Source: an optimization exercise on an open RTL-to-GDS flow (aim: small area and a short achievable clock period). Production flows keep margins and buffers that such runs may drop.
RTL that was checked went through simulation tests only; none was proved equivalent to the original.
For runs 2 to 5, only the layout was checked, not whether the RTL still works.
No activity file was given, so power comes from the tool's default toggle rates.

[flow/run.sh]
#!/bin/bash
# synth_recipe.tcl (not shown) runs the flow's synth.tcl, then flattens the netlist and writes it again
# the make line also repeats each setting of config.mk as NAME=value (left out here)
make -C /OpenROAD-flow-scripts/flow DESIGN_CONFIG=/design/flow/config.mk WORK_HOME=/design/flow/orfs CLKGATE_MAP_FILE= SYNTH_SCRIPT=/design/flow/synth_recipe.tcl finish
[flow/config.mk]
export PLATFORM = sky130hd
export DESIGN_NAME = cfgTop
export DESIGN_NICKNAME = cfgTop
export VERILOG_FILES = /design/flow/design.v
export SDC_FILE = /design/flow/constraint.sdc
export NUM_CORES = 4
export LEC_CHECK = 0
export CAP_MARGIN = 20
export CORE_MARGIN = 2
export CORE_UTILIZATION = 60
export SETUP_SLACK_MARGIN = 3.4
export SLEW_MARGIN = 20
[flow/constraint.sdc]
create_clock -name core_clock -period 6.0 [get_ports {clk}]
set_input_delay 1.2000 -clock core_clock [delete_from_list [all_inputs] [get_ports {clk}]]
set_output_delay 1.2000 -clock core_clock [all_outputs]
set_load 0.01 [all_outputs]
[flow/design.v]
`timescale 1ns/1ps
`default_nettype none
module cfgApbSlave
(
  input  logic                       clk,
  input  logic                       rstN,
  input  logic                       psel,
  input  logic                       penable,
  input  logic                       pwrite,
  input  logic [8-1:0]     paddr,
  input  logic [16-1:0]      pwdata,
  output logic [16-1:0]      prdata,
  output logic                       pready,
  output logic                       pslverr,
  output logic [32-1:0][16-1:0] regBank,
  output logic                       chunkTake,
  output logic [16-1:0]      chunkData,
  input  logic                       progValid,
  input  logic                       progValidNext
);
  localparam int IdxW = $clog2(32);
  localparam int BankW = 32 * 16;
  localparam logic [BankW-1:0] ResetVals =
      (BankW'(1)     << (1   * 16)) |
      (BankW'(10000) << (7    * 16)) |
      (BankW'(10000) << (11    * 16)) |
      (BankW'(1)     << (15 * 16)) |
      (BankW'(3)     << (16    * 16));
  logic            accState;    
  logic            nextAcc;
  logic            setup;
  logic            regHit;
  logic            progHit;
  logic            errHit;
  logic            rdEn;
  logic            wrQ;
  logic [IdxW-1:0] idxQ;
  logic            progWQ;
  assign regHit  = !paddr[7];
  assign progHit = paddr == 8'h80;
  assign errHit  = paddr[7] && (paddr[6:0] != '0);
  assign setup   = !accState && psel && !penable;
  assign nextAcc = accState ? !(!psel || pready) : (psel && !penable);
  assign rdEn    = setup && !pwrite && regHit;
  function automatic logic [32-1:0] wordSel(input logic [IdxW-1:0] idx);
    logic [3:0] lo;
    logic [7:0] hi;
    for (int j = 0; j < 4; j++) lo[j] = idx[1:0] == 2'(j);
    for (int j = 0; j < 8; j++) hi[j] = idx[4:2] == 3'(j);
    for (int i = 0; i < 32; i++) wordSel[i] = hi[i / 4] && lo[i % 4];
  endfunction
  logic [32-1:0]  rdSel;
  logic [16-1:0] rdData;
  always_comb begin
    rdSel  = wordSel(paddr[IdxW+1:2]);
    rdData = '0;
    for (int i = 0; i < 32; i++) begin
      rdData = rdData | ({16{rdSel[i]}} & regBank[i]);
    end
  end
  always_ff @(posedge clk or negedge rstN) begin
    if (!rstN) begin
      accState <= 1'b0;
      pready   <= 1'b0;
      pslverr  <= 1'b0;
      prdata   <= '0;
      wrQ      <= 1'b0;
      progWQ   <= 1'b0;
    end else begin
      accState <= nextAcc;
      pready   <= nextAcc && !(pwrite && progHit && progValidNext);
      pslverr  <= setup && errHit;
      prdata   <= rdData & {16{rdEn}};
      wrQ      <= setup && pwrite && regHit;
      progWQ   <= nextAcc && pwrite && progHit;
    end
  end
  always_ff @(posedge clk) begin
    idxQ <= paddr[IdxW+1:2];
  end
  assign chunkTake = progWQ && !progValid;
  assign chunkData = pwdata;
  logic [32-1:0] wrSel;
  assign wrSel = wordSel(idxQ) & {32{wrQ}};
  always_ff @(posedge clk or negedge rstN) begin
    if (!rstN) begin
      regBank <= ResetVals;
    end else begin
      for (int i = 0; i < 32; i++) begin
        if (wrSel[i]) regBank[i] <= pwdata;
      end
    end
  end
endmodule
`default_nettype wire
`timescale 1ns/1ps
`default_nettype none
module progDeserializer
#(
  parameter int outW    = 47,
  parameter int nChunks = 3
) (
  input  logic                   clk,
  input  logic                   rstN,
  input  logic                   inTake,
  input  logic [16-1:0]  inData,
  output logic                   outValid,
  output logic                   outValidNext,
  output logic [outW-1:0]        outWord,
  input  logic                   outReady
);
  localparam int InW  = 16;
  localparam int BufW = nChunks * InW;
  localparam int CntW = (nChunks > 1) ? $clog2(nChunks) : 1;
  localparam logic [CntW-1:0] LastCnt = CntW'(nChunks - 1);
  logic [CntW-1:0]  chunkCnt;
  logic [BufW-1:0]  shiftBuf;
  logic             last;
  assign last = chunkCnt == LastCnt;
  assign outValidNext = outValid ? !outReady : (inTake && last);
  always_ff @(posedge clk) begin
    for (int k = 0; k < nChunks; k++) begin
      if (inTake && chunkCnt == CntW'(k)) begin
        shiftBuf[k*InW +: InW] <= inData;
      end
    end
  end
  always_ff @(posedge clk or negedge rstN) begin
    if (!rstN) begin
      chunkCnt <= '0;
      outValid <= 1'b0;
    end else begin
      if (inTake) begin
        chunkCnt <= last ? '0 : chunkCnt + 1'b1;
      end
      outValid <= outValidNext;
    end
  end
  assign outWord = shiftBuf[outW-1:0];
endmodule
`default_nettype wire
`timescale 1ns/1ps
`default_nettype none
module cfgMapper
(
  input  logic                       clk,
  input  logic                       rstN,
  input  logic [32-1:0][16-1:0]   regBank,
  output logic [10-1:0]            filtsUsed,
  output logic [27-1:0]            incrementConstant,
  output logic [27-1:0]            decayConstant,
  output logic [4-1:0]             gensUsed,
  output logic [4-1:0]             gensEn,
  output logic [16-1:0]                         unitLen,
  output logic [48-1:0]                            timeElapsed,
  output logic [48-1:0]                            sendHbEvery,
  output logic                            resetTime,
  output logic                            reportTags,
  output logic                            pReset,
  output logic                            sReset,
  input  logic                       chunkTake,
  input  logic [16-1:0]                   chunkData,
  output logic                            progValid,
  output logic                            progValidNext,
  input  logic                       progReady,
  output logic [4-1:0]             progGenIdx,
  output logic [16-1:0]           progPeriod,
  output logic [16-1:0]           progTicks,
  output logic [11-1:0]              progTag
);
  localparam int WordW        = 16;
  localparam int FiltsLsb     = 0 * WordW;
  localparam int IncLsb       = 1 * WordW;
  localparam int DecayLsb     = 3 * WordW;
  localparam int GensUsedLsb  = 5 * WordW;
  localparam int GensEnLsb    = 6 * WordW;
  localparam int UnitLenLsb   = 7 * WordW;
  localparam int ElapsedLsb   = 8 * WordW;
  localparam int HbEveryLsb   = 11 * WordW;
  localparam int ResetTimeLsb = 14 * WordW;
  localparam int TagsLsb      = 15 * WordW;
  localparam int BdResetLsb   = 16 * WordW;
  logic [32*WordW-1:0] bankFlat;
  logic [47-1:0]                   progWord;
  assign bankFlat = regBank;
  assign filtsUsed         = bankFlat[FiltsLsb +: 10];
  assign incrementConstant = bankFlat[IncLsb +: 27];
  assign decayConstant     = bankFlat[DecayLsb +: 27];
  assign gensUsed          = bankFlat[GensUsedLsb +: 4];
  assign gensEn            = bankFlat[GensEnLsb +: 4];
  assign unitLen           = bankFlat[UnitLenLsb +: 16];
  assign timeElapsed       = bankFlat[ElapsedLsb +: 48];
  assign sendHbEvery       = bankFlat[HbEveryLsb +: 48];
  assign resetTime         = bankFlat[ResetTimeLsb];
  assign reportTags        = bankFlat[TagsLsb];
  assign pReset            = bankFlat[BdResetLsb];
  assign sReset            = bankFlat[BdResetLsb + 1];
  progDeserializer #(
    .outW    (47),
    .nChunks (3)
  ) u_progDes (
    .clk      (clk),
    .rstN     (rstN),
    .inTake   (chunkTake),
    .inData   (chunkData),
    .outValid (progValid),
    .outValidNext (progValidNext),
    .outWord  (progWord),
    .outReady (progReady)
  );
  assign {progGenIdx, progPeriod, progTicks, progTag} = progWord;
endmodule
`default_nettype wire
`timescale 1ns/1ps
`default_nettype none
module timeMgr
(
  input  logic                 clk,
  input  logic                 rstN,
  input  logic [16-1:0]  unitLen,
  input  logic [48-1:0]  timeElapsed,
  input  logic [48-1:0]  sendHbEvery,
  input  logic                 resetTime,
  output logic [48-1:0]  currentTime,
  output logic                 unitTick,
  output logic                 hbPulse
);
  function automatic logic geTree16(input logic [15:0] a, input logic [15:0] b);
    logic [15:0] g, p;
    g = a & ~b;
    p = a | ~b;
    for (int s = 1; s < 16; s = s * 2) begin
      for (int i = 16 - 1; i >= 0; i--) begin
        if ((i % (2 * s)) == (2 * s - 1)) begin
          g[i] = g[i] | (p[i] & g[i - s]);
          p[i] = p[i] & p[i - s];
        end
      end
    end
    geTree16 = g[15] | p[15];
  endfunction
  function automatic logic geTree48(input logic [47:0] a, input logic [47:0] b);
    logic [63:0] g, p;
    g = {16'h0, a & ~b};
    p = {16'hffff, a | ~b};
    for (int s = 1; s < 64; s = s * 2) begin
      for (int i = 64 - 1; i >= 0; i--) begin
        if ((i % (2 * s)) == (2 * s - 1)) begin
          g[i] = g[i] | (p[i] & g[i - s]);
          p[i] = p[i] & p[i - s];
        end
      end
    end
    geTree48 = g[63] | p[63];
  endfunction
  function automatic logic [15:0] onesBelow16(input logic [15:0] a);
    logic [15:0] t;
    t = {a[14:0], 1'b1};
    for (int s = 1; s < 16; s = s * 2) begin
      for (int i = 16 - 1; i >= s; i--) t[i] = t[i] & t[i - s];
    end
    onesBelow16 = t;
  endfunction
  function automatic logic [47:0] onesBelow48(input logic [47:0] a);
    logic [47:0] t;
    t = {a[46:0], 1'b1};
    for (int s = 1; s < 48; s = s * 2) begin
      for (int i = 48 - 1; i >= s; i--) t[i] = t[i] & t[i - s];
    end
    onesBelow48 = t;
  endfunction
  logic [16-1:0] unitNext;    
  logic [48-1:0] hbNext;      
  logic                wrap;
  logic                hbDue;
  logic                unitClr;
  logic                hbClr;
  assign wrap    = geTree16(unitNext, unitLen);
  assign hbDue   = geTree48(hbNext, sendHbEvery);
  assign unitClr = resetTime || wrap;
  assign hbClr   = resetTime || (wrap && hbDue);
  always_ff @(posedge clk or negedge rstN) begin
    if (!rstN) begin
      unitNext    <= 16'(1);
      hbNext      <= 48'(1);
      currentTime <= '0;
      unitTick    <= 1'b0;
      hbPulse     <= 1'b0;
    end else begin
      unitTick    <= !resetTime && wrap;
      hbPulse     <= !resetTime && wrap && hbDue;
      unitNext    <= unitClr ? 16'(1) : unitNext ^ onesBelow16(unitNext);
      hbNext      <= hbClr ? 48'(1) :
                     hbNext ^ (onesBelow48(hbNext) & {48{wrap}});
      currentTime <= resetTime ? timeElapsed :
                     currentTime ^ (onesBelow48(currentTime) & {48{wrap}});
    end
  end
endmodule
`default_nettype wire
`timescale 1ns/1ps
`default_nettype none
module cfgTop
(
  input  logic                    clk,
  input  logic                    rstN,
  input  logic                    psel,
  input  logic                    penable,
  input  logic                    pwrite,
  input  logic [8-1:0]  paddr,
  input  logic [16-1:0]                pwdata,
  output logic [16-1:0]                     prdata,
  output logic                         pready,
  output logic                         pslverr,
  output logic [10-1:0]         filtsUsed,
  output logic [27-1:0]         incrementConstant,
  output logic [27-1:0]         decayConstant,
  output logic [4-1:0]          gensUsed,
  output logic [4-1:0]          gensEn,
  output logic                         reportTags,
  output logic                         pReset,
  output logic                         sReset,
  output logic                         progValid,
  input  logic                    progReady,
  output logic [4-1:0]          progGenIdx,
  output logic [16-1:0]        progPeriod,
  output logic [16-1:0]        progTicks,
  output logic [11-1:0]           progTag,
  output logic [48-1:0]                         currentTime,
  output logic                         unitTick,
  output logic                         hbPulse
);
  logic [32-1:0][16-1:0] regBank;
  logic [16-1:0]                 chunkData;
  logic                     chunkTake;
  logic                     progValidNext;
  logic [16-1:0]                  unitLen;
  logic [48-1:0]                     timeElapsed;
  logic [48-1:0]                     sendHbEvery;
  logic                     resetTime;
  cfgApbSlave u_slave (
    .clk          (clk),
    .rstN         (rstN),
    .psel         (psel),
    .penable      (penable),
    .pwrite       (pwrite),
    .paddr        (paddr),
    .pwdata       (pwdata),
    .prdata       (prdata),
    .pready       (pready),
    .pslverr      (pslverr),
    .regBank      (regBank),
    .chunkTake    (chunkTake),
    .chunkData    (chunkData),
    .progValid    (progValid),
    .progValidNext (progValidNext)
  );
  cfgMapper u_mapper (
    .clk               (clk),
    .rstN              (rstN),
    .regBank           (regBank),
    .filtsUsed         (filtsUsed),
    .incrementConstant (incrementConstant),
    .decayConstant     (decayConstant),
    .gensUsed          (gensUsed),
    .gensEn            (gensEn),
    .unitLen           (unitLen),
    .timeElapsed       (timeElapsed),
    .sendHbEvery       (sendHbEvery),
    .resetTime         (resetTime),
    .reportTags        (reportTags),
    .pReset            (pReset),
    .sReset            (sReset),
    .chunkTake         (chunkTake),
    .chunkData         (chunkData),
    .progValid         (progValid),
    .progValidNext     (progValidNext),
    .progReady         (progReady),
    .progGenIdx        (progGenIdx),
    .progPeriod        (progPeriod),
    .progTicks         (progTicks),
    .progTag           (progTag)
  );
  timeMgr u_timeMgr (
    .clk         (clk),
    .rstN        (rstN),
    .unitLen     (unitLen),
    .timeElapsed (timeElapsed),
    .sendHbEvery (sendHbEvery),
    .resetTime   (resetTime),
    .currentTime (currentTime),
    .unitTick    (unitTick),
    .hbPulse     (hbPulse)
  );
endmodule
`default_nettype wire
==> out/qor.json, run 1 <==
{
  "min_period_over_period_pct": 45.1,
  "synth.yosys.warnings": 3,
  "path_max_fanout": 6,
  "worstRegToRegCells": 8,
  "synth_top_area_share_pct": 49.9,
  "cts_made_buffers": 73,
  "multi_input_comb_area_sq_mm": 0.0132,
  "max_slew_margin_pct": 24.0,
  "setup-tns-final_ns": 0,
  "min_period_ns": 2.71,
  "reg2reg_to": "u_timeMgr.hbNext[19]",
  "power.share.clock_pct": 40.5,
  "synthArstFlopShare_pct": 92.6,
  "syn-instance-count": 2574,
  "drtAntennaViolNets": 0,
  "seq_power_share_pct": 48.5,
  "hold-path-cell-count": 1,
  "intPower_mw": 8.34,
  "die_y_microns": 234,
  "core_sq_mm": 0.0524,
  "report.final.slew_viol_count": 0,
  "synthFlopType": "dfrtp_1",
  "worst_min_delay_path_class": "flop to flop",
  "reg2reg_slack_ns": 3.29,
  "worst-slew-pin-transition_ns": 1.14,
  "rsz0062_at_grt": "true",
  "finish.net_count": 2868,
  "critical-path-slowest-cell": "dfstp_2",
  "power.switching_mw": 2.94,
  "cts_tree": "yes",
  "post_synth_instance_area_sq_mm": 0.0318,
  "worstPathBufferInverterCount": 0,
  "crit_path_max_incr_delay_ns": 0.52,
  "outcome": "no timing/DRC/antenna violations",
  "core.rowCount": 84,
  "drt_wl_total_mm": 111,
  "die_width_microns": 234,
  "place.port_buffers": 220,
  "dieArea_sq_mm": 0.0548,
  "synthToLayoutAreaGrowth_pct": 19.9,
  "clockBufferDepth": 3,
  "setup_viol": 0,
  "h_tree_depth": 3,
  "irDropWorstVdd_mv": 0.235,
  "final_hold_violation_count": 0,
  "worstSetupStartpointType": "flop",
  "hold-path-endpoint": "u_slave.regBank[335]",
  "avgSynthCellArea_sq_um": 12.3,
  "drc_errors": 0,
  "clkSinkCount": 702,
  "number_of_enable_flip_flop_cells_after_synthesis": 47,
  "synthTopCellsByArea": "dfrtp_1 (50%), mux2_2 (18%), edfxtp_1 (4.4%)",
  "max_cap_viol_count": 0,
  "drt-initial-drc-count": 2838,
  "largest_net_degree_at_the_start_of_global_routing": 143,
  "post_synthesis_net_count": 2607,
  "worst_min_delay_path_startpoint": "u_slave.regBank[335]",
  "cp.required_ns": 6.56,
  "gpl.final_weighted_congestion": 0.962,
  "clock-root-buffer": "clkbuf_16",
  "post_dr_wirelength_cell_microns": 30.9,
  "clk_pin_slew_ns": 0.06,
  "arrival_ns": 3.26,
  "start_util_pct": 60.6,
  "comb_power_share_pct": 11.0,
  "overflow": 0,
  "max_freq_mhz": 369,
  "final_layout_size_suffix_gt1_share_pct": 33.5,
  "end_kind": "flop",
  "power.share.switching_pct": 26.1,
  "diodes": 0,
  "initial_antenna_violation_count": 4,
  "biggest_area_consumer_among_synthesized_cells": "dfrtp_1",
  "p_per_area_mw_per_mm2": 296,
  "synth_most_common_cell": "dfrtp_1",
  "crit_path_cell_trace": "nor2b_1 > maj3_2 > a221oi_4 > o211ai_4 > a211oi_4 > nand4_4 > or4_4 > a21oi_2",
  "ys_seq_area_share_pct": 56.0,
  "dr.pass1.iters": 6,
  "cts_hold_repair.buffers": 0,
  "synth.ff_latch_count": 702,
  "sequential_cell_area_sq_mm": 0.0178,
  "yosysUniqueCellTypes": 73,
  "fin_util_pct": 72.7,
  "layout.filler_cells": 3662,
  "power.leakage_nw": 16.9,
  "dp.final_hpwl_mm": 72.5,
  "cpLargestDelayFamily": "compound AO/OA/AOI/OAI gates",
  "grt_first_pass_wirelength_mm": 160,
  "detailroute.via_count": 24200,
  "critical_path_class": "flop to flop",
  "global_route.usage.total_pct": 40.7,
  "grt_pass1_vias": 23800,
  "regToRegStartpoint": "u_timeMgr.unitNext[0]",
  "io_pins": 221,
  "setup_skew_after_layout_ns": 0.0275,
  "ratio_of_routed_vias_to_standard_cells": 6.75,
  "clock_latency_ns": 0.64,
  "ys_top_cells_by_count": "dfrtp_1 (634), mux2_2 (508), nor2_1 (145), clkbuf_1 (143), a22oi_1 (120)"
}
## worst register-to-register path: stages, from the launching register on
cell	delay, ns
dfstp_2	0.52
nor2b_1	0.04
maj3_2	0.32
a221oi_4	0.35
o211ai_4	0.19
a211oi_4	0.39
nand4_4	0.20
or4_4	0.46
a21oi_2	0.17
## cell type report
type / count / area share, %
well taps: 688 / 2.26
multi-input cells: 1587 / 34.7
repair buffers: 411 / 9.38
flip-flops and latches: 702 / 46.8
inverters: 60 / 0.591
clock buffers: 118 / 5.85
clock inverters: 18 / 0.499
## kinds of logic after synthesis
| family | after synthesis | share of synthesized area [%] |
|---|---|---|
| flops | 702 | 56.0 |
| buf+inv | 285 | 4.27 |
| mux | 509 | 18.0 |
| simple gates | 551 | 8.55 |
| xor+xnor | 95 | 2.62 |
| compound gates | 419 | 10.1 |
| fa+ha+maj | 13 | 0.441 |
## flip-flops by register name (all words and copies together), names as in the netlist, 2 cells and up
signal and cells:
u_timeMgr.hbNext 48, u_timeMgr.currentTime 48, u_slave.regBank 512, u_slave.prdata 16, u_mapper.u_progDes.chunkCnt 2, u_mapper.u_progDes.shiftBuf 47
u_timeMgr.unitNext 16, u_slave.idxQ 5
## placed cells by master, fill, tap and decap left out, types with 38 or more instances in the layout
cell	n
a221oi_1	55
a22o_1	72
a22oi_1	116
buf_4	161
clkbuf_16	76
dfrtp_1	619
dlygate4sd2_1	185
edfxtp_1	47
inv_1	59
mux2_2	508
nand2_1	115
nand3_1	71
nand4_1	50
nor2_1	117
o21ai_0	59
xnor2_1	56
xor2_1	38
## worst max path at each step
stage	from	end	slack [ns]	cells after the start
floorplan	paddr[6]	u_slave.prdata[6]	3.38	7
global placement	paddr[6]	u_slave.prdata[13]	1.95	7
detailed placement	paddr[6]	u_slave.prdata[8]	2.00	9
CTS	u_timeMgr.unitNext[0]	u_timeMgr.hbNext[19]	3.28	8
global route	u_timeMgr.unitNext[0]	u_timeMgr.hbNext[18]	3.20	9
finish	u_timeMgr.unitNext[0]	u_timeMgr.hbNext[19]	3.29	8
## layer usage
| layer | up-vias | global-route usage, % | routed length [microns] |
|---|---|---|---|
| met5 | - | 0 | 45 |
| met4 | 6 | 19.4 | 5880 |
| met3 | 361 | 10.6 | 11700 |
| met2 | 1560 | 61.5 | 49900 |
| met1 | 12400 | 55.2 | 43100 |
| li1 | 9873 | - | - |
## metrics by stage
step	power, mW	setup WS [ns]	area [sq um]	instances	hold slack, ns
after global routing	11.7	3.20	38100	3584	0.515
after detailed placement	6.73	2.00	34500	3339	0.467
after floorplan	6.06	3.38	31800	2574	0.445
after global placement	6.69	1.95	34500	3339	0.458
final	11.3	3.29	38100	3584	0.506
after CTS	11.2	3.28	37600	3552	0.507
## timing repair
item                                    in CTS  in global routing
endpoints found under the setup margin     297                108
setup buffers                               76                 31
gates cloned                                 1                  1
gates resized for setup                    291                 81
pin swaps                                   31                 22
## power by group through the flow
stage                     Clock [mW]  Combinational (mW)  Sequential (mW)
after global placement             0                1.14             5.56
after detailed placement           0                1.16             5.57
after global routing            4.80                1.35             5.50
after floorplan                    0               0.587             5.47
final                           4.57                1.24             5.48
after CTS                       4.61                1.17             5.46
==> run 2, diff against run 1 <==
--- a/flow/design.v
+++ b/flow/design.v
@@ -225,60 +225,40 @@
   output logic                 unitTick,
   output logic                 hbPulse
 );
+  logic [16-1:0] unitNext;    
+  logic [48-1:0] hbNext;      
+  logic                wrap;
+  logic                hbDue;
   function automatic logic geTree16(input logic [15:0] a, input logic [15:0] b);
-    logic [15:0] g, p;
+    logic [15:0] g, e;
     g = a & ~b;
-    p = a | ~b;
+    e = ~(a ^ b);
     for (int s = 1; s < 16; s = s * 2) begin
       for (int i = 16 - 1; i >= 0; i--) begin
         if ((i % (2 * s)) == (2 * s - 1)) begin
-          g[i] = g[i] | (p[i] & g[i - s]);
-          p[i] = p[i] & p[i - s];
+          g[i] = g[i] | (e[i] & g[i - s]);
+          e[i] = e[i] & e[i - s];
         end
       end
     end
-    geTree16 = g[15] | p[15];
+    geTree16 = g[15] | e[15];
   endfunction
   function automatic logic geTree48(input logic [47:0] a, input logic [47:0] b);
-    logic [63:0] g, p;
+    logic [63:0] g, e;
     g = {16'h0, a & ~b};
-    p = {16'hffff, a | ~b};
+    e = {16'hffff, ~(a ^ b)};
     for (int s = 1; s < 64; s = s * 2) begin
       for (int i = 64 - 1; i >= 0; i--) begin
         if ((i % (2 * s)) == (2 * s - 1)) begin
-          g[i] = g[i] | (p[i] & g[i - s]);
-          p[i] = p[i] & p[i - s];
+          g[i] = g[i] | (e[i] & g[i - s]);
+          e[i] = e[i] & e[i - s];
         end
       end
     end
-    geTree48 = g[63] | p[63];
-  endfunction
-  function automatic logic [15:0] onesBelow16(input logic [15:0] a);
-    logic [15:0] t;
-    t = {a[14:0], 1'b1};
-    for (int s = 1; s < 16; s = s * 2) begin
-      for (int i = 16 - 1; i >= s; i--) t[i] = t[i] & t[i - s];
-    end
-    onesBelow16 = t;
-  endfunction
-  function automatic logic [47:0] onesBelow48(input logic [47:0] a);
-    logic [47:0] t;
-    t = {a[46:0], 1'b1};
-    for (int s = 1; s < 48; s = s * 2) begin
-      for (int i = 48 - 1; i >= s; i--) t[i] = t[i] & t[i - s];
-    end
-    onesBelow48 = t;
+    geTree48 = g[63] | e[63];
   endfunction
-  logic [16-1:0] unitNext;    
-  logic [48-1:0] hbNext;      
-  logic                wrap;
-  logic                hbDue;
-  logic                unitClr;
-  logic                hbClr;
-  assign wrap    = geTree16(unitNext, unitLen);
-  assign hbDue   = geTree48(hbNext, sendHbEvery);
-  assign unitClr = resetTime || wrap;
-  assign hbClr   = resetTime || (wrap && hbDue);
+  assign wrap  = geTree16(unitNext, unitLen);
+  assign hbDue = geTree48(hbNext, sendHbEvery);
   always_ff @(posedge clk or negedge rstN) begin
     if (!rstN) begin
       unitNext    <= 16'(1);
@@ -286,14 +266,22 @@
       currentTime <= '0;
       unitTick    <= 1'b0;
       hbPulse     <= 1'b0;
+    end else if (resetTime) begin
+      unitNext    <= 16'(1);
+      hbNext      <= 48'(1);
+      currentTime <= timeElapsed;
+      unitTick    <= 1'b0;
+      hbPulse     <= 1'b0;
     end else begin
-      unitTick    <= !resetTime && wrap;
-      hbPulse     <= !resetTime && wrap && hbDue;
-      unitNext    <= unitClr ? 16'(1) : unitNext ^ onesBelow16(unitNext);
-      hbNext      <= hbClr ? 48'(1) :
-                     hbNext ^ (onesBelow48(hbNext) & {48{wrap}});
-      currentTime <= resetTime ? timeElapsed :
-                     currentTime ^ (onesBelow48(currentTime) & {48{wrap}});
+      unitTick <= wrap;
+      hbPulse  <= wrap && hbDue;
+      if (wrap) begin
+        unitNext    <= 16'(1);
+        currentTime <= currentTime + 1'b1;
+        hbNext      <= hbDue ? 48'(1) : hbNext + 1'b1;
+      end else begin
+        unitNext <= unitNext + 1'b1;
+      end
     end
   end
 endmodule
--- a/flow/config.mk
+++ b/flow/config.mk
@@ -7,6 +7,6 @@
 export LEC_CHECK = 0
 export CAP_MARGIN = 20
 export CORE_MARGIN = 2
-export CORE_UTILIZATION = 60
-export SETUP_SLACK_MARGIN = 3.4
+export CORE_UTILIZATION = 40
+export SETUP_SLACK_MARGIN = 3.3
 export SLEW_MARGIN = 20
==> run 2 against run 1 <==
Cell count rose by 18%. Critical path depth rose by 3. Routed wire length rose by 17%. Register-to-register slack got worse by 0.14 ns. Worst hold slack got worse by 0.0081 ns. Power fell by 2.0%. Cell area rose by 5.9%. Sequential cell count did not move.
==> out/qor.json, run 2 <==
{
  "outcome": "no timing/DRC/antenna violations",
  "synth_compound_gate_area_share": {"value": 11.3, "unit": "%", "change": "+1.2 points"},
  "diodes": {"value": 0, "change": "unchanged"},
  "synth_most_common_cell": "dfrtp_1",
  "max_cap_viol_count": {"value": 0, "change": "unchanged"},
  "layout_commonest_cell": "dfrtp_1",
  "synth.ff_latch_count": {"value": 702, "change": "unchanged"},
  "post_synthesis_net_count": {"value": 2966, "change": "+14%"},
  "dp.final_hpwl": {"value": 85.2, "unit": "mm", "change": "+18%"},
  "hold-path-cell-count": {"value": 1, "change": "unchanged"},
  "reg_top3": "u_slave.regBank: 512 flops, u_timeMgr.currentTime: 48 flops, u_timeMgr.hbNext: 48 flops",
  "core": {"value": 0.0821, "unit": "sq mm", "change": "+57%"},
  "path_max_fanout": {"value": 8, "change": "+2"},
  "dr.pass1.iters": {"value": 5, "change": "-1"},
  "h_tree_depth": {"value": 3, "change": "unchanged"},
  "max_freq": {"value": 351, "unit": "MHz", "change": "-5.0%"},
  "irDropWorstVdd": {"value": 0.196, "unit": "mV", "change": "-17%"},
  "cp_common_cell": "o22ai_2",
  "biggest_area_consumer_among_synthesized_cells": "dfrtp_1",
  "reg2reg_to": "u_timeMgr.hbNext[33]",
  "crit_path_cell_trace": "inv_1 > ha_1 > nand2_1 > o22ai_2 > a2111oi_4 > o21ai_2 > o31ai_4 > buf_4 > nand3_4 > clkbuf_16 > o22ai_2",
  "clkSinkCount": {"value": 702, "change": "unchanged"},
  "overflow": {"value": 0, "change": "unchanged"},
  "start_util": {"value": 40.4, "unit": "%", "change": "-20 points"},
  "layout.filler_cells": {"value": 7195, "change": "+96%"},
  "synth.yosys.warnings": {"value": 3, "change": "unchanged"},
  "grt_pass1_vias": {"value": 26100, "change": "+9.7%"},
  "worst_min_delay_path_startpoint": "u_timeMgr.unitNext[0]",
  "clockBufferDepth": {"value": 3, "change": "unchanged"},
  "dp_slack": {"value": 2.20, "unit": "ns", "change": "+0.201 ns"},
  "max_slew_margin": {"value": 26.6, "unit": "%", "change": "+2.6 points"},
  "synthTopCellsByArea": "dfrtp_1 (48%), mux2_2 (16%), a22oi_1 (4.3%)",
  "global_route.usage.total": {"value": 29.5, "unit": "%", "change": "-11 points"},
  "worstPathBufferInverterCount": {"value": 3, "change": "+3"},
  "place.port_buffers": {"value": 220, "change": "unchanged"},
  "drtAntennaViolNets": {"value": 0, "change": "unchanged"},
  "synthFlopType": "dfrtp_1",
  "dieArea": {"value": 0.0852, "unit": "sq mm", "change": "+55%"},
  "min_period": {"value": 2.85, "unit": "ns", "change": "+0.141 ns"},
  "reg2reg_slack": {"value": 3.15, "unit": "ns", "change": "-0.14 ns"},
  "yosysUniqueCellTypes": {"value": 62, "change": "-15%"},
  "critical_path_class": "flop to flop",
  "die_y": {"value": 292, "unit": "microns", "change": "+25%"},
  "synthArstFlopShare": {"value": 92.6, "unit": "%", "change": "unchanged"},
  "rsz0062_at_grt": "true",
  "combinational_family_with_the_most_area_after_synthesis": "multiplexers",
  "synthMuxAreaShare": {"value": 16.3, "unit": "%", "change": "-1.7 points"},
  "layout_setup_ws": {"value": 3.15, "unit": "ns", "change": "-0.141 ns"},
  "syn-instance-count": {"value": 2869, "change": "+11%"},
  "drt-initial-drc-count": {"value": 2636, "change": "-7.1%"},
  "clock_latency": {"value": 0.64, "unit": "ns", "change": "about the same"},
  "core.rowCount": {"value": 105, "change": "+25%"},
  "setup-tns-final": {"value": 0, "unit": "ns", "change": "unchanged"},
  "layout.cells.most_common_list": "dfrtp_1 (580), mux2_2 (479), a22oi_1 (188), dlygate4sd2_1 (177), nand2_1 (164)",
  "worstRegToRegCells": {"value": 11, "change": "+3"},
  "clock-root-buffer": "clkbuf_16",
  "grt_first_pass_wirelength": {"value": 185, "unit": "mm", "change": "+15%"},
  "synth_simple_gate_area_share": {"value": 10.6, "unit": "%", "change": "+2.0 points"},
  "ys_top_cells_by_count": "dfrtp_1 (634), mux2_2 (479), a22oi_1 (188), nand2_1 (169), clkbuf_1 (157)",
  "number_of_enable_flip_flop_cells_after_synthesis": {"value": 47, "change": "unchanged"},
  "max_flop_register": "u_slave.regBank",
  "report.final.slew_viol_count": {"value": 0, "change": "unchanged"},
  "power.leakage": {"value": 17.7, "unit": "nW", "change": "+4.2%"},
  "min_period_over_period": {"value": 47.5, "unit": "%", "change": "+2.4 points"},
  "regToRegStartpoint": "u_slave.regBank[195]",
  "synth_adder_area_share": {"value": 2.53, "unit": "%", "change": "+2.1 points"},
  "final_layout_size_suffix_gt1_share": {"value": 31.7, "unit": "%", "change": "-1.8 points"},
  "worst-slew-pin-transition": {"value": 1.10, "unit": "ns", "change": "-0.0402 ns"},
  "detailroute.via_count": {"value": 26300, "change": "+8.8%"},
  "ys_seq_area_share": {"value": 53.7, "unit": "%", "change": "-2.3 points"},
  "critical-path-slowest-cell": "dfrtp_2",
  "clk_pin_slew": {"value": 0.06, "unit": "ns", "change": "about the same"},
  "gpl.final_weighted_congestion": {"value": 0.914, "change": "-5.0%"},
  "drt_wl_total": {"value": 129, "unit": "mm", "change": "+17%"},
  "largest_net_degree_at_the_start_of_global_routing": {"value": 132, "change": "-7.7%"},
  "flip_flop_count_of_the_largest_register_after_layout": {"value": 512, "change": "unchanged"},
  "crit_path_max_incr_delay": {"value": 0.43, "unit": "ns", "change": "-0.09 ns"},
  "setup_viol": {"value": 0, "change": "unchanged"},
  "cpLargestDelayFamily": "compound AO/OA/AOI/OAI gates",
  "avgSynthCellArea": {"value": 11.6, "unit": "sq um", "change": "-6.4%"},
  "synthToLayoutAreaGrowth_pct": 21.7,
  "initial_antenna_violation_count": {"value": 5, "change": "+1"},
  "cts_made_buffers": {"value": 77, "change": "+5.5%"},
  "setup_skew_after_layout": {"value": 0.0251, "unit": "ns", "change": "-0.00240 ns"},
  "hold_ws": {"value": 0.498, "unit": "ns", "change": "-0.00811 ns"},
  "post_synthesis_xor_xnor_area_fraction": {"value": 0.449, "unit": "%", "change": "-2.2 points"},
  "cp.required": {"value": 6.54, "unit": "ns", "change": "-0.02 ns"},
  "worst_min_delay_path_class": "flop to flop",
  "worstSetupStartpointType": "flop",
  "p_per_area": {"value": 274, "unit": "mW/mm^2", "change": "-7.5%"},
  "hold-path-endpoint": "u_timeMgr.unitNext[0]",
  "io_pins": {"value": 221, "change": "unchanged"},
  "arrival": {"value": 3.39, "unit": "ns", "change": "+0.13 ns"},
  "end_kind": "flop",
  "post_dr_wirelength_cell": {"value": 30.5, "unit": "microns", "change": "-1.3%"},
  "die_width": {"value": 292, "unit": "microns", "change": "+25%"},
  "cts_tree": "yes",
  "post_synth_instance_area": {"value": 0.0332, "unit": "sq mm", "change": "+4.4%"},
  "cts_hold_repair.buffers": {"value": 0, "change": "unchanged"},
  "ratio_of_routed_vias_to_standard_cells": {"value": 6.22, "change": "-7.9%"},
  "drc_errors": {"value": 0, "change": "unchanged"},
  "synth_top_area_share": {"value": 47.8, "unit": "%", "change": "-2.1 points"},
  "finish.net_count": {"value": 3200, "change": "+12%"},
  "final_hold_violation_count": {"value": 0, "change": "unchanged"}
}
## run 2: cell types whose count changed after synthesis, moves of 32 or more
cell | before | now
xnor2_1 | 57 | 9
inv_1 | 59 | 116
nand3_1 | 72 | 135
ha_1 | 3 | 67
nand2_1 | 119 | 169
a22oi_1 | 120 | 188
a31oi_1 | 5 | 62
a22o_1 | 72 | 40
## run 2: cell families (layout without fill, tap and decap cells)
kind of cell,Yosys count,count (layout)
multiplexers,481,481
AO/OA/AOI/OAI,533,534
AND/OR/NAND/NOR,695,695
buffers and inverters,374,670
XOR/XNOR,17,17
flip-flops,702,702
adder cells (fa/ha/maj),67,67
## run 2: repair_timing
item / in CTS / in global routing
endpoints found under the setup margin: 309 / 133
pin swaps: 11 / 43
buffers inserted: 50 / 38
cloned: 5 / 7
gates resized for setup: 301 / 116
## run 2: area by class of cell
class	count	area, sq um	area share (%)
clock buffer	113	2290	5.68
clock inverter	29	279	0.691
inverter	117	439	1.09
multi-input combinational	1794	14300	35.5
sequential	702	17900	44.3
tap	1070	1340	3.32
timing repair buffer	411	3800	9.41
## run 2: worst reg2reg max path, cell delays in order, from the launching register on
cell and delay [ns]:
dfrtp_2 0.43, inv_1 0.12, ha_1 0.37, nand2_1 0.15, o22ai_2 0.10, a2111oi_4 0.40, o21ai_2 0.12, o31ai_4 0.24
buf_4 0.17, nand3_4 0.19, clkbuf_16 0.30, o22ai_2 0.19
## run 2: layer usage
layer	up-vias	routed length, microns	track usage [%]
met1	13700	52600	39.5
met3	307	9940	5.09
met2	1337	59800	46.9
met4	4	6630	13.7
li1	11000	-	-
met5	-	22	0
## run 2: worst max-delay path by stage
stage | start | end | slack, ns | depth (start not counted)
global placement | paddr[6] | u_slave.prdata[11] | 2.00 | 8
floorplan | paddr[6] | u_slave.prdata[7] | 3.30 | 8
global route | u_slave.regBank[186] | u_timeMgr.hbNext[36] | 3.14 | 11
detailed placement | paddr[2] | u_slave.prdata[13] | 2.20 | 9
CTS | u_slave.regBank[121] | u_timeMgr.currentTime[12] | 3.27 | 10
finish | u_slave.regBank[195] | u_timeMgr.hbNext[33] | 3.15 | 11
## run 2: metrics by stage
step	power, mW	area, sq um	util (%)	cells
2_1_floorplan	5.71	33200	-	2869
5_1_grt	11.4	40400	49.2	4236
3_5_place_dp	6.25	36300	44.2	3994
6_report	11.1	40400	49.2	4236
4_1_cts	11.1	39500	48.1	4191
3_3_place_gp	6.23	36200	44.1	3993
## run 2: where the power goes
| part | switching (mW) | internal (mW) |
|---|---|---|
| clock network | 2.02 | 2.84 |
| logic | 0.547 | 0.386 |
| registers | 0.256 | 5.02 |
==> run 3, diff against run 2 <==
--- a/flow/config.mk
+++ b/flow/config.mk
@@ -7,6 +7,6 @@
 export LEC_CHECK = 0
 export CAP_MARGIN = 20
 export CORE_MARGIN = 2
-export CORE_UTILIZATION = 40
+export CORE_UTILIZATION = 60
 export SETUP_SLACK_MARGIN = 3.3
 export SLEW_MARGIN = 20
==> run 3 against run 2 <==
Sequential share of layout area up 0.45 points. Via count up 3.5%. Sequential power is essentially flat. Setup slack better by 0.061 ns. Highest routed layer unchanged. Die area is 33% lower. Largest power group unchanged. Power down 2.3%. Critical path type unchanged.
==> out/qor.json, run 3 <==
{
  "outcome": "no timing/DRC/antenna violations",
  "number_of_enable_flip_flop_cells_after_synthesis": {"value": 47, "change": "unchanged"},
  "synthToLayoutAreaGrowth_pct": 20.4,
  "die_width": {"value": 239, "unit": "microns", "change": "-18%"},
  "max_slew_margin": {"value": 31.7, "unit": "%", "change": "+5.0 points"},
  "layout_setup_ws": {"value": 3.21, "unit": "ns", "change": "+0.0613 ns"},
  "post_dr_wirelength_cell": {"value": 31.9, "unit": "microns", "change": "+4.7%"},
  "global_route.usage.total": {"value": 42.7, "unit": "%", "change": "+13 points"},
  "final_layout_size_suffix_gt1_share": {"value": 31.1, "unit": "%", "change": "-0.60 points"},
  "yosysUniqueCellTypes": {"value": 62, "change": "unchanged"},
  "ys_seq_area_share": {"value": 53.7, "unit": "%", "change": "unchanged"},
  "post_synthesis_net_count": {"value": 2966, "change": "unchanged"},
  "start_util": {"value": 60.4, "unit": "%", "change": "+20 points"},
  "worstSetupStartpointType": "flop",
  "ys_top_cells_by_count": "dfrtp_1 (634), mux2_2 (479), a22oi_1 (188), nand2_1 (169), clkbuf_1 (157)",
  "io_pins": {"value": 221, "change": "unchanged"},
  "syn-instance-count": {"value": 2869, "change": "unchanged"},
  "grt_first_pass_wirelength": {"value": 177, "unit": "mm", "change": "-4.5%"},
  "setup_skew_after_layout": {"value": 0.0282, "unit": "ns", "change": "+0.00315 ns"},
  "cts_tree": "yes",
  "finish.net_count": {"value": 3213, "change": "+0.41%"},
  "worst_min_delay_path_class": "flop to flop",
  "post_synth_instance_area": {"value": 0.0332, "unit": "sq mm", "change": "unchanged"},
  "clock-root-buffer": "clkbuf_16",
  "max_flop_register": "u_slave.regBank",
  "synthArstFlopShare": {"value": 92.6, "unit": "%", "change": "unchanged"},
  "clkSinkCount": {"value": 702, "change": "unchanged"},
  "intPower": {"value": 8.02, "unit": "mW", "change": "-2.6%"},
  "h_tree_depth": {"value": 3, "change": "unchanged"},
  "drtAntennaViolNets": {"value": 0, "change": "unchanged"},
  "critical_path_class": "flop to flop",
  "dp_slack": {"value": 1.99, "unit": "ns", "change": "-0.214 ns"},
  "biggest_area_consumer_among_synthesized_cells": "dfrtp_1",
  "clk_pin_slew": {"value": 0.06, "unit": "ns", "change": "about the same"},
  "core": {"value": 0.0549, "unit": "sq mm", "change": "-33%"},
  "end_kind": "flop",
  "flip_flop_count_of_the_largest_register_after_layout": {"value": 512, "change": "unchanged"},
  "p_per_area": {"value": 271, "unit": "mW/mm^2", "change": "-1.2%"},
  "cts_hold_repair.buffers": {"value": 0, "change": "unchanged"},
  "synthFlopType": "dfrtp_1",
  "arrival": {"value": 3.33, "unit": "ns", "change": "-0.06 ns"},
  "power.share.clock": {"value": 42.5, "unit": "%", "change": "-1.4 points"},
  "path_max_fanout": {"value": 8, "change": "unchanged"},
  "final_hold_violation_count": {"value": 0, "change": "unchanged"},
  "report.final.slew_viol_count": {"value": 0, "change": "unchanged"},
  "synth.yosys.warnings": {"value": 3, "change": "unchanged"},
  "setup_viol": {"value": 0, "change": "unchanged"},
  "dp.final_hpwl": {"value": 78.5, "unit": "mm", "change": "-7.9%"},
  "clock_latency": {"value": 0.64, "unit": "ns", "change": "about the same"},
  "layout.filler_cells": {"value": 3876, "change": "-46%"},
  "reg_top3": "u_slave.regBank: 512 flops, u_timeMgr.currentTime: 48 flops, u_timeMgr.hbNext: 48 flops",
  "synthTopCellsByArea": "dfrtp_1 (48%), mux2_2 (16%), a22oi_1 (4.3%)",
  "synth.ff_latch_count": {"value": 702, "change": "unchanged"},
  "power.switching": {"value": 2.79, "unit": "mW", "change": "-1.1%"},
  "avgSynthCellArea": {"value": 11.6, "unit": "sq um", "change": "unchanged"},
  "irDropWorstVdd": {"value": 0.253, "unit": "mV", "change": "+29%"},
  "sequential_cell_area": {"value": 0.0179, "unit": "sq mm", "change": "about the same"},
  "report.power.total": {"value": 10.8, "unit": "mW", "change": "-2.3%"},
  "die_y": {"value": 239, "unit": "microns", "change": "-18%"},
  "initial_antenna_violation_count": {"value": 5, "change": "unchanged"},
  "synth_top_area_share": {"value": 47.8, "unit": "%", "change": "unchanged"},
  "gpl.final_weighted_congestion": {"value": 0.952, "change": "+4.2%"},
  "synth_most_common_cell": "dfrtp_1",
  "grt_pass1_vias": {"value": 26100, "change": "-0.038%"},
  "rsz0062_at_grt": "true",
  "cp.required": {"value": 6.54, "unit": "ns", "change": "about the same"},
  "largest_net_degree_at_the_start_of_global_routing": {"value": 153, "change": "+16%"},
  "drt-initial-drc-count": {"value": 3684, "change": "+40%"},
  "layout.cells.most_common_list": "dfrtp_1 (590), mux2_2 (479), a22oi_1 (185), dlygate4sd2_1 (176), buf_4 (167)",
  "setup-tns-final": {"value": 0, "unit": "ns", "change": "unchanged"},
  "comb_power_share": {"value": 8.8, "unit": "%", "change": "+0.4 points"},
  "detailroute.via_count": {"value": 27300, "change": "+3.5%"},
  "power.share.switching": {"value": 25.8, "unit": "%", "change": "+0.30 points"},
  "overflow": {"value": 0, "change": "unchanged"},
  "max_cap_viol_count": {"value": 0, "change": "unchanged"},
  "dr.pass1.iters": {"value": 6, "change": "+1"},
  "drt_wl_total": {"value": 124, "unit": "mm", "change": "-4.0%"},
  "min_period": {"value": 2.79, "unit": "ns", "change": "-0.0613 ns"},
  "power.leakage": {"value": 17.7, "unit": "nW", "change": "about the same"},
  "min_period_over_period": {"value": 46.5, "unit": "%", "change": "-1.0 points"},
  "cts_made_buffers": {"value": 75, "change": "-2.6%"},
  "worst-slew-pin-transition": {"value": 1.03, "unit": "ns", "change": "-0.0716 ns"},
  "dieArea": {"value": 0.0572, "unit": "sq mm", "change": "-33%"},
  "ratio_of_routed_vias_to_standard_cells": {"value": 7.02, "change": "+13%"},
  "multi_input_comb_area": {"value": 0.0143, "unit": "sq mm", "change": "-0.42%"},
  "place.port_buffers": {"value": 220, "change": "unchanged"},
  "clockBufferDepth": {"value": 3, "change": "unchanged"},
  "layout_commonest_cell": "dfrtp_1",
  "drc_errors": {"value": 0, "change": "unchanged"},
  "max_freq": {"value": 359, "unit": "MHz", "change": "+2.2%"},
  "core.rowCount": {"value": 86, "change": "-18%"},
  "seq_power_share": {"value": 48.7, "unit": "%", "change": "+1.0 points"}
}
==> run 3: area by class of cell <==
cell class	instances	share of cell area (%)
Inverter	117	1.10
Antenna cell	3	0.0188
Clock inverter	22	0.611
Sequential cell	702	44.7
Multi-Input combinational cell	1793	35.8
Tap cell	704	2.21
Timing Repair Buffer	427	10.1
Clock buffer	115	5.45
==> run 3: per-layer routing <==
metal | global-route usage, % | vias to the layer above | wire [microns]
met5 | 0 | - | 35
met4 | 22.7 | 6 | 7760
met3 | 8.59 | 436 | 14200
met2 | 64.5 | 1958 | 55100
met1 | 58.6 | 13800 | 46800
li1 | - | 11000 | -
==> run 3: cells by family (layout without fill, tap and decap cells) <==
group | count (synthesis) | after routing | share of synthesized area [%]
other cells | 0 | 3 | 0
simple gates | 695 | 695 | 10.6
xor+xnor | 17 | 17 | 0.449
compound gates | 533 | 533 | 11.3
buf+inv | 374 | 681 | 5.16
flops | 702 | 702 | 53.7
mux | 481 | 481 | 16.3
fa+ha+maj | 67 | 67 | 2.53
==> run 3: power by group through the flow <==
| stage | sequential (mW) | combinational, mW | clock (mW) |
|---|---|---|---|
| after floorplan | 5.24 | 0.479 | 0 |
| after global placement | 5.35 | 0.839 | 0 |
| after detailed placement | 5.36 | 0.864 | 0 |
| after CTS | 5.25 | 0.906 | 4.60 |
| after global routing | 5.27 | 1.01 | 4.80 |
| final | 5.27 | 0.949 | 4.59 |
==> run 3: stage by stage <==
step	cell area, sq um	hold slack (ns)	util (%)	instances
detailed placement	35700	0.494	65.1	3615
CTS	39300	0.507	71.6	3849
global placement	35700	0.487	65.1	3615
floorplan	33200	0.459	-	2869
global route	39900	0.517	72.7	3880
finish	39900	0.506	72.8	3883
==> run 3: final timing paths <==
| check | startpoint | to | slack, ns | depth (start not counted) |
|---|---|---|---|---|
| max reg2reg | u_slave.regBank[204] | u_timeMgr.hbNext[17] | 3.21 | 11 |
| min | u_slave.regBank[239] | u_slave.regBank[239] | 0.51 | 1 |
| min reg2reg | u_slave.regBank[239] | u_slave.regBank[239] | 0.51 | 1 |
| max in group asynchronous | rstN | u_timeMgr.unitNext[2] | 3.86 | 2 |
| max | u_slave.regBank[204] | u_timeMgr.hbNext[17] | 3.21 | 11 |
| min in group asynchronous | rstN | u_mapper.u_progDes.chunkCnt[1] | 0.61 | 1 |
==> run 3: critical path, cell delays in order (launching register included) <==
cell,delay [ns]
dfrtp_1,0.42
inv_1,0.14
ha_1,0.31
nand4_1,0.16
nor3_1,0.07
a221oi_1,0.26
o21ai_1,0.16
o31ai_4,0.37
nand3_4,0.24
buf_12,0.25
buf_16,0.15
o22ai_2,0.17
==> run 3: what timing repair did <==
action / CTS / global route
cloned: 9 / 5
buffers inserted: 88 / 26
pin swaps: 19 / 36
resized for setup: 301 / 90
endpoints found under the setup margin: 295 / 131
==> run 4, diff against run 3 <==
--- a/flow/design.v
+++ b/flow/design.v
@@ -32,7 +32,6 @@
   logic            regHit;
   logic            progHit;
   logic            errHit;
-  logic            rdEn;
   logic            wrQ;
   logic [IdxW-1:0] idxQ;
   logic            progWQ;
@@ -41,23 +40,6 @@
   assign errHit  = paddr[7] && (paddr[6:0] != '0);
   assign setup   = !accState && psel && !penable;
   assign nextAcc = accState ? !(!psel || pready) : (psel && !penable);
-  assign rdEn    = setup && !pwrite && regHit;
-  function automatic logic [32-1:0] wordSel(input logic [IdxW-1:0] idx);
-    logic [3:0] lo;
-    logic [7:0] hi;
-    for (int j = 0; j < 4; j++) lo[j] = idx[1:0] == 2'(j);
-    for (int j = 0; j < 8; j++) hi[j] = idx[4:2] == 3'(j);
-    for (int i = 0; i < 32; i++) wordSel[i] = hi[i / 4] && lo[i % 4];
-  endfunction
-  logic [32-1:0]  rdSel;
-  logic [16-1:0] rdData;
-  always_comb begin
-    rdSel  = wordSel(paddr[IdxW+1:2]);
-    rdData = '0;
-    for (int i = 0; i < 32; i++) begin
-      rdData = rdData | ({16{rdSel[i]}} & regBank[i]);
-    end
-  end
   always_ff @(posedge clk or negedge rstN) begin
     if (!rstN) begin
       accState <= 1'b0;
@@ -70,7 +52,7 @@
       accState <= nextAcc;
       pready   <= nextAcc && !(pwrite && progHit && progValidNext);
       pslverr  <= setup && errHit;
-      prdata   <= rdData & {16{rdEn}};
+      prdata   <= (setup && !pwrite && regHit) ? regBank[paddr[IdxW+1:2]] : '0;
       wrQ      <= setup && pwrite && regHit;
       progWQ   <= nextAcc && pwrite && progHit;
     end
@@ -80,15 +62,11 @@
   end
   assign chunkTake = progWQ && !progValid;
   assign chunkData = pwdata;
-  logic [32-1:0] wrSel;
-  assign wrSel = wordSel(idxQ) & {32{wrQ}};
   always_ff @(posedge clk or negedge rstN) begin
     if (!rstN) begin
       regBank <= ResetVals;
-    end else begin
-      for (int i = 0; i < 32; i++) begin
-        if (wrSel[i]) regBank[i] <= pwdata;
-      end
+    end else if (wrQ) begin
+      regBank[idxQ] <= pwdata;
     end
   end
 endmodule
@@ -119,10 +97,8 @@
   assign last = chunkCnt == LastCnt;
   assign outValidNext = outValid ? !outReady : (inTake && last);
   always_ff @(posedge clk) begin
-    for (int k = 0; k < nChunks; k++) begin
-      if (inTake && chunkCnt == CntW'(k)) begin
-        shiftBuf[k*InW +: InW] <= inData;
-      end
+    if (inTake) begin
+      shiftBuf <= {inData, shiftBuf[BufW-1:InW]};
     end
   end
   always_ff @(posedge clk or negedge rstN) begin
@@ -229,36 +205,8 @@
   logic [48-1:0] hbNext;      
   logic                wrap;
   logic                hbDue;
-  function automatic logic geTree16(input logic [15:0] a, input logic [15:0] b);
-    logic [15:0] g, e;
-    g = a & ~b;
-    e = ~(a ^ b);
-    for (int s = 1; s < 16; s = s * 2) begin
-      for (int i = 16 - 1; i >= 0; i--) begin
-        if ((i % (2 * s)) == (2 * s - 1)) begin
-          g[i] = g[i] | (e[i] & g[i - s]);
-          e[i] = e[i] & e[i - s];
-        end
-      end
-    end
-    geTree16 = g[15] | e[15];
-  endfunction
-  function automatic logic geTree48(input logic [47:0] a, input logic [47:0] b);
-    logic [63:0] g, e;
-    g = {16'h0, a & ~b};
-    e = {16'hffff, ~(a ^ b)};
-    for (int s = 1; s < 64; s = s * 2) begin
-      for (int i = 64 - 1; i >= 0; i--) begin
-        if ((i % (2 * s)) == (2 * s - 1)) begin
-          g[i] = g[i] | (e[i] & g[i - s]);
-          e[i] = e[i] & e[i - s];
-        end
-      end
-    end
-    geTree48 = g[63] | e[63];
-  endfunction
-  assign wrap  = geTree16(unitNext, unitLen);
-  assign hbDue = geTree48(hbNext, sendHbEvery);
+  assign wrap  = unitNext >= unitLen;
+  assign hbDue = hbNext >= sendHbEvery;
   always_ff @(posedge clk or negedge rstN) begin
     if (!rstN) begin
       unitNext    <= 16'(1);
--- a/flow/config.mk
+++ b/flow/config.mk
@@ -7,6 +7,6 @@
 export LEC_CHECK = 0
 export CAP_MARGIN = 20
 export CORE_MARGIN = 2
-export CORE_UTILIZATION = 60
-export SETUP_SLACK_MARGIN = 3.3
+export CORE_UTILIZATION = 40
+export SETUP_SLACK_MARGIN = 3.5
 export SLEW_MARGIN = 20
==> run 4 against run 3 <==
First-iteration DRC count is 38% lower. Sequential cell count increased by 1. Utilization down 22 points. Clock power is 9.8% higher. Critical path type unchanged. Largest cell class unchanged.
==> out/qor.json, run 4 <==
{
  "diodes": {"value": 0, "change": "-3"},
  "biggest_area_consumer_among_synthesized_cells": "dfrtp_1",
  "synthTopCellsByArea": "dfrtp_1 (46%), mux2_2 (17%), mux4_2 (9.5%)",
  "clock-root-buffer": "clkbuf_16",
  "grt_pass1_vias": {"value": 24300, "change": "-7.1%"},
  "final_hold_violation_count": {"value": 0, "change": "unchanged"},
  "min_period": {"value": 3.07, "unit": "ns", "change": "+0.285 ns"},
  "hold-path-endpoint": "u_mapper.u_progDes.shiftBuf[31]",
  "setup_skew_after_layout": {"value": 0.0288, "unit": "ns", "change": "+0.000581 ns"},
  "grtUsageMet1": {"value": 34.3, "unit": "%", "change": "-24 points"},
  "worst-slew-pin-transition": {"value": 0.862, "unit": "ns", "change": "-0.163 ns"},
  "finish.net_count": {"value": 3012, "change": "-6.3%"},
  "post_synthesis_net_count": {"value": 2687, "change": "-9.4%"},
  "reg2reg_slack": {"value": 2.93, "unit": "ns", "change": "-0.28 ns"},
  "h_tree_depth": {"value": 3, "change": "unchanged"},
  "synthArstFlopShare": {"value": 92.5, "unit": "%", "change": "-0.13 points"},
  "globalRouteMet2Util": {"value": 39.9, "unit": "%", "change": "-25 points"},
  "ys_top_cells_by_count": "dfrtp_1 (634), mux2_2 (513), nand2_1 (163), mux4_2 (144), clkbuf_1 (129)",
  "ys_seq_area_share": {"value": 52.1, "unit": "%", "change": "-1.6 points"},
  "post_dr_wirelength_cell": {"value": 27.1, "unit": "microns", "change": "-15%"},
  "arrival": {"value": 3.63, "unit": "ns", "change": "+0.30 ns"},
  "post_synth_instance_area": {"value": 0.0342, "unit": "sq mm", "change": "+3.2%"},
  "end_kind": "flop",
  "initial_antenna_violation_count": {"value": 4, "change": "-1"},
  "worst_min_delay_path_startpoint": "u_mapper.u_progDes.shiftBuf[47]",
  "die_width": {"value": 296, "unit": "microns", "change": "+24%"},
  "flip_flop_count_of_the_largest_register_after_layout": {"value": 512, "change": "unchanged"},
  "dr.pass1.iters": {"value": 6, "change": "unchanged"},
  "start_util": {"value": 40.2, "unit": "%", "change": "-20 points"},
  "dp.final_hpwl": {"value": 65.1, "unit": "mm", "change": "-17%"},
  "clock_latency": {"value": 0.65, "unit": "ns", "change": "about the same"},
  "max_flop_register": "u_slave.regBank",
  "drt_wl_total": {"value": 112, "unit": "mm", "change": "-9.8%"},
  "report.final.slew_viol_count": {"value": 0, "change": "unchanged"},
  "regToRegStartpoint": "u_timeMgr.hbNext[0]",
  "max_cap_viol_count": {"value": 0, "change": "unchanged"},
  "core": {"value": 0.0850, "unit": "sq mm", "change": "+55%"},
  "clkSinkCount": {"value": 703, "change": "+0.14%"},
  "layout.cells.most_common_list": "dfrtp_1 (602), mux2_2 (508), buf_4 (209), mux4_2 (144), nand2_1 (129)",
  "layout_commonest_cell": "dfrtp_1",
  "gpl.final_weighted_congestion": {"value": 0.885, "change": "-7.1%"},
  "critical_path_class": "flop to flop",
  "cts_made_buffers": {"value": 81, "change": "+8.0%"},
  "synth.yosys.warnings": {"value": 3, "change": "unchanged"},
  "p_per_area": {"value": 278, "unit": "mW/mm^2", "change": "+2.8%"},
  "use_met3": {"value": 4.30, "unit": "%", "change": "-4.3 points"},
  "outcome": "no timing/DRC/antenna violations",
  "core.rowCount": {"value": 107, "change": "+24%"},
  "io_pins": {"value": 221, "change": "unchanged"},
  "cp.required": {"value": 6.56, "unit": "ns", "change": "+0.02 ns"},
  "drt-initial-drc-count": {"value": 2268, "change": "-38%"},
  "place.port_buffers": {"value": 220, "change": "unchanged"},
  "synthToLayoutAreaGrowth_pct": 25.7,
  "layout.filler_cells": {"value": 7134, "change": "+84%"},
  "hold-path-cell-count": {"value": 0, "change": "-1"},
  "largest_net_degree_at_the_start_of_global_routing": {"value": 124, "change": "-19%"},
  "synth_most_common_cell": "dfrtp_1",
  "number_of_enable_flip_flop_cells_after_synthesis": {"value": 48, "change": "+2.1%"},
  "drc_errors": {"value": 0, "change": "unchanged"},
  "hold_ws": {"value": 0.414, "unit": "ns", "change": "-0.0926 ns"},
  "rsz0062_at_grt": "true",
  "clockBufferDepth": {"value": 3, "change": "unchanged"},
  "dieArea": {"value": 0.0879, "unit": "sq mm", "change": "+54%"},
  "drtAntennaViolNets": {"value": 0, "change": "unchanged"},
  "power.leakage": {"value": 18.5, "unit": "nW", "change": "+4.5%"},
  "worstSetupStartpointType": "flop",
  "synth.ff_latch_count": {"value": 703, "change": "+0.14%"},
  "grt_first_pass_wirelength": {"value": 161, "unit": "mm", "change": "-8.8%"},
  "worst_min_delay_path_class": "flop to flop",
  "ratio_of_routed_vias_to_standard_cells": {"value": 5.75, "change": "-18%"},
  "path_max_fanout": {"value": 8, "change": "unchanged"},
  "yosysUniqueCellTypes": {"value": 57, "change": "-8.1%"},
  "min_period_over_period": {"value": 51.2, "unit": "%", "change": "+4.7 points"},
  "syn-instance-count": {"value": 2588, "change": "-9.8%"},
  "overflow": {"value": 0, "change": "unchanged"},
  "cts_tree": "yes",
  "worstRegToRegCells": {"value": 10, "change": "-1"},
  "detailroute.via_count": {"value": 23700, "change": "-13%"},
  "globalRoute.busiestLayer": "met2",
  "setup-tns-final": {"value": 0, "unit": "ns", "change": "unchanged"},
  "finalInstanceArea": {"value": 0.0430, "unit": "sq mm", "change": "+7.7%"},
  "max_freq": {"value": 325, "unit": "MHz", "change": "-9.3%"},
  "max_slew_margin": {"value": 42.5, "unit": "%", "change": "+11 points"},
  "synthFlopType": "dfrtp_1",
  "final_layout_size_suffix_gt1_share": {"value": 48.7, "unit": "%", "change": "+18 points"},
  "avgSynthCellArea": {"value": 13.2, "unit": "sq um", "change": "+14%"},
  "reg2reg_to": "u_timeMgr.hbNext[3]",
  "clk_pin_slew": {"value": 0.06, "unit": "ns", "change": "about the same"},
  "synth_top_area_share": {"value": 46.4, "unit": "%", "change": "-1.5 points"},
  "irDropWorstVdd": {"value": 0.210, "unit": "mV", "change": "-17%"},
  "placed_inst_area": {"value": 0.0370, "unit": "sq mm", "change": "+3.6%"},
  "die_y": {"value": 296, "unit": "microns", "change": "+24%"},
  "global_route.usage.total": {"value": 24.8, "unit": "%", "change": "-18 points"},
  "setup_viol": {"value": 0, "change": "unchanged"}
}
[run 4: cell type report]
class	count	area (sq um)	area share, %
inverters	83	319	0.742
clock buffers	118	2360	5.48
well taps	1144	1430	3.33
clock inverters	33	357	0.829
flip-flops and latches	703	17900	41.6
repair buffers	509	4650	10.8
multi-input cells	1535	16000	37.2
[run 4: metal layers]
metal / vias to the layer above / routed length, microns
met5: - / 0
li1: 9993 / -
met1: 12500 / 47000
met3: 215 / 7620
met4: 0 / 3980
met2: 964 / 53100
[run 4: where the power goes]
part           total, mW  internal (mW)  switching [mW]
Clock               5.04           2.97            2.07
Sequential          5.38           5.12           0.254
Combinational       1.56          0.781           0.774
Total               12.0           8.87            3.10
[run 4: how the worst max path moves through the flow]
stage / start / end
final: u_timeMgr.hbNext[0] / u_timeMgr.hbNext[3]
after CTS: u_slave.regBank[221] / u_timeMgr.hbNext[3]
after global placement: paddr[2] / u_slave.prdata[12]
after floorplan: u_timeMgr.hbNext[0] / u_timeMgr.hbNext[10]
after detailed placement: paddr[2] / u_slave.prdata[12]
after global routing: u_timeMgr.hbNext[0] / u_timeMgr.hbNext[3]
[run 4: per-stage QoR]
step / instances / power, mW / setup slack [ns] / util [%]
after floorplan: 2588 / 6.22 / 3.03 / -
after global placement: 3716 / 6.75 / 2.19 / 43.5
after detailed placement: 3716 / 6.80 / 2.21 / 43.5
after CTS: 4061 / 12.0 / 2.96 / 49.4
after global routing: 4125 / 12.4 / 2.88 / 50.6
final: 4125 / 12.0 / 2.93 / 50.6
[run 4: critical path, cell delays in order (launching register included)]
cell and delay, ns:
dfstp_2 0.55, inv_2 0.05, ha_4 0.20, nand2b_4 0.14, a2111oi_4 0.28, or4_4 0.19
a21oi_2 0.05, o41a_4 0.48, or3_4 0.45, or4_4 0.45, a31oi_4 0.14
[run 4: cell families after synthesis]
group	Yosys count	share of synthesized area (%)
multiplexers	724	28.3
flip-flops	703	52.1
XOR/XNOR	62	1.59
adder cells (fa/ha/maj)	69	2.52
buffers and inverters	362	5.30
AO/OA/AOI/OAI	200	3.46
AND/OR/NAND/NOR	468	6.69
[run 4: timing repair]
item | in CTS | in global routing
cloned | 16 | 10
setup buffers | 178 | 54
resized for setup | 821 | 157
pin swaps | 51 | 67
endpoints found under the setup margin | 816 | 636
hold buffers | 0 | 0
hold endpoints to repair | 0 | 0
==> run 5, diff against run 4 <==
--- a/flow/config.mk
+++ b/flow/config.mk
@@ -5,6 +5,7 @@
 export SDC_FILE = /design/flow/constraint.sdc
 export NUM_CORES = 4
 export LEC_CHECK = 0
+export ABC_CLOCK_PERIOD_IN_PS = 2500
 export CAP_MARGIN = 20
 export CORE_MARGIN = 2
 export CORE_UTILIZATION = 40
==> run 5 against run 4 <==
Critical endpoint unchanged. Clock-buffer cell count stayed put. Global-route usage stayed put. Sequential power about the same. First-iteration DRC count unchanged. Fmax unchanged. Largest cell class unchanged. Clock skew did not move. Critical path depth unchanged.
==> out/qor.json, run 5 <==
{
  "outcome": "no timing/DRC/antenna violations",
  "layout.cells.most_common_list": "dfrtp_1 (602), mux2_2 (508), buf_4 (209), mux4_2 (144), nand2_1 (129)",
  "finish.net_count": {"value": 3012, "change": "unchanged"},
  "arrival": {"value": 3.63, "unit": "ns", "change": "about the same"},
  "rsz0062_at_grt": "true",
  "start_util": {"value": 40.2, "unit": "%", "change": "unchanged"},
  "flip_flop_count_of_the_largest_register_after_layout": {"value": 512, "change": "unchanged"},
  "clock-root-buffer": "clkbuf_16",
  "io_pins": {"value": 221, "change": "unchanged"},
  "dp.final_hpwl": {"value": 65.1, "unit": "mm", "change": "unchanged"},
  "power.leakage": {"value": 18.5, "unit": "nW", "change": "unchanged"},
  "core": {"value": 0.0850, "unit": "sq mm", "change": "unchanged"},
  "setup_viol": {"value": 0, "change": "unchanged"},
  "cp.required": {"value": 6.56, "unit": "ns", "change": "about the same"},
  "hold-path-cell-count": {"value": 0, "change": "unchanged"},
  "irDropWorstVdd": {"value": 0.210, "unit": "mV", "change": "unchanged"},
  "synthArstFlopShare": {"value": 92.5, "unit": "%", "change": "unchanged"},
  "clock_latency": {"value": 0.65, "unit": "ns", "change": "about the same"},
  "synthFlopType": "dfrtp_1",
  "clkSinkCount": {"value": 703, "change": "unchanged"},
  "clockBufferDepth": {"value": 3, "change": "unchanged"},
  "worst-slew-pin-transition": {"value": 0.862, "unit": "ns", "change": "unchanged"},
  "cts_tree": "yes",
  "critical_path_class": "flop to flop",
  "end_kind": "flop",
  "drtAntennaViolNets": {"value": 0, "change": "unchanged"},
  "synthToLayoutAreaGrowth": {"value": 25.7, "unit": "%", "change": "unchanged"},
  "syn-instance-count": {"value": 2588, "change": "unchanged"},
  "avgSynthCellArea": {"value": 13.2, "unit": "sq um", "change": "unchanged"},
  "path_max_fanout": {"value": 8, "change": "unchanged"},
  "synth_most_common_cell": "dfrtp_1",
  "die_y": {"value": 296, "unit": "microns", "change": "unchanged"},
  "synthTopCellsByArea": "dfrtp_1 (46%), mux2_2 (17%), mux4_2 (9.5%)",
  "min_period": {"value": 3.07, "unit": "ns", "change": "unchanged"},
  "ys_top_cells_by_count": "dfrtp_1 (634), mux2_2 (513), nand2_1 (163), mux4_2 (144), clkbuf_1 (129)",
  "synth.yosys.warnings": {"value": 3, "change": "unchanged"},
  "setup_skew_after_layout": {"value": 0.0288, "unit": "ns", "change": "unchanged"},
  "dieArea": {"value": 0.0879, "unit": "sq mm", "change": "unchanged"},
  "post_dr_wirelength_cell": {"value": 27.1, "unit": "microns", "change": "unchanged"},
  "drt_wl_total": {"value": 112, "unit": "mm", "change": "unchanged"},
  "crit_path_max_incr_delay": {"value": 0.55, "unit": "ns", "change": "about the same"},
  "post_synthesis_net_count": {"value": 2687, "change": "unchanged"},
  "biggest_area_consumer_among_synthesized_cells": "dfrtp_1",
  "diodes": {"value": 0, "change": "unchanged"},
  "max_slew_margin": {"value": 42.5, "unit": "%", "change": "unchanged"},
  "max_flop_register": "u_slave.regBank",
  "dr.pass1.iters": {"value": 6, "change": "unchanged"},
  "critical-path-slowest-cell": "dfstp_2",
  "worstPathBufferInverterCount": {"value": 1, "change": "unchanged"}
}
==> run 5: timing repair <==
item / CTS / global route
resized for setup: 821 / 157
setup endpoints to repair: 816 / 636
buffers inserted: 178 / 54
pin swaps: 51 / 67
cloned: 16 / 10
==> run 5: cell type report <==
| type | instances | area (sq um) | area share [%] |
|---|---|---|---|
| timing repair buffer | 509 | 4650 | 10.8 |
| multi-input combinational | 1535 | 16000 | 37.2 |
| clock buffer | 118 | 2360 | 5.48 |
| sequential | 703 | 17900 | 41.6 |
| clock inverter | 33 | 357 | 0.829 |
| tap | 1144 | 1430 | 3.33 |
| inverter | 83 | 319 | 0.742 |
==> run 5: kinds of logic (layout without fill, tap and decap cells) <==
group	count (synthesis)	after routing	synth area share (%)
muxes	724	724	28.3
DFF	703	703	52.1
and+or+nand+nor	468	480	6.69
buffers and inverters	362	743	5.30
AOI/OAI and AO/OA	200	200	3.46
adders and majority gates	69	69	2.52
xor gates and xnor gates	62	62	1.59
==> run 5: through the flow <==
| stage | utilization, % | worst slack [ns] | area [sq um] | total power, mW | cells |
|---|---|---|---|---|---|
| finish | 50.6 | 2.93 | 43000 | 12.0 | 4125 |
| global route | 50.6 | 2.88 | 43000 | 12.4 | 4125 |
| CTS | 49.4 | 2.96 | 42000 | 12.0 | 4061 |
| detailed placement | 43.5 | 2.21 | 37000 | 6.80 | 3716 |
| global placement | 43.5 | 2.19 | 37000 | 6.75 | 3716 |
| floorplan | - | 3.03 | 34900 | 6.22 | 2588 |
==> run 5: routing by layer <==
metal	part of all wire, %	vias up	GRT usage (%)
met3	6.8	215	4.30
li1	-	9993	-
met4	3.6	0	7.91
met1	42	12500	34.3
met5	0	-	0
met2	48	964	39.9
==> run 5: final timing paths <==
path	startpoint	to	slack [ns]
worst min register to register	u_mapper.u_progDes.shiftBuf[47]	u_mapper.u_progDes.shiftBuf[31]	0.41
worst max register to register	u_timeMgr.hbNext[0]	u_timeMgr.hbNext[3]	2.93
max in group asynchronous	rstN	u_slave.regBank[65]	4.01
min in group asynchronous	rstN	u_timeMgr.currentTime[37]	0.59
worst max-delay path	u_timeMgr.hbNext[0]	u_timeMgr.hbNext[3]	2.93
worst min-delay path	u_mapper.u_progDes.shiftBuf[47]	u_mapper.u_progDes.shiftBuf[31]	0.41
==> run 5: where the power goes <==
part	switching, mW	internal, mW
Clock	2.07	2.97
Combinational	0.774	0.781
Sequential	0.254	5.12

Re-timed with assumed drivers on the ports (clkbuf_16 on the clock, buf_2 on other inputs), run 5 has 2.927 ns of setup slack against 2.927 ns with ideal ports, and 2.674 ns once port delays also move by the mid clock arrival of 0.697 ns.
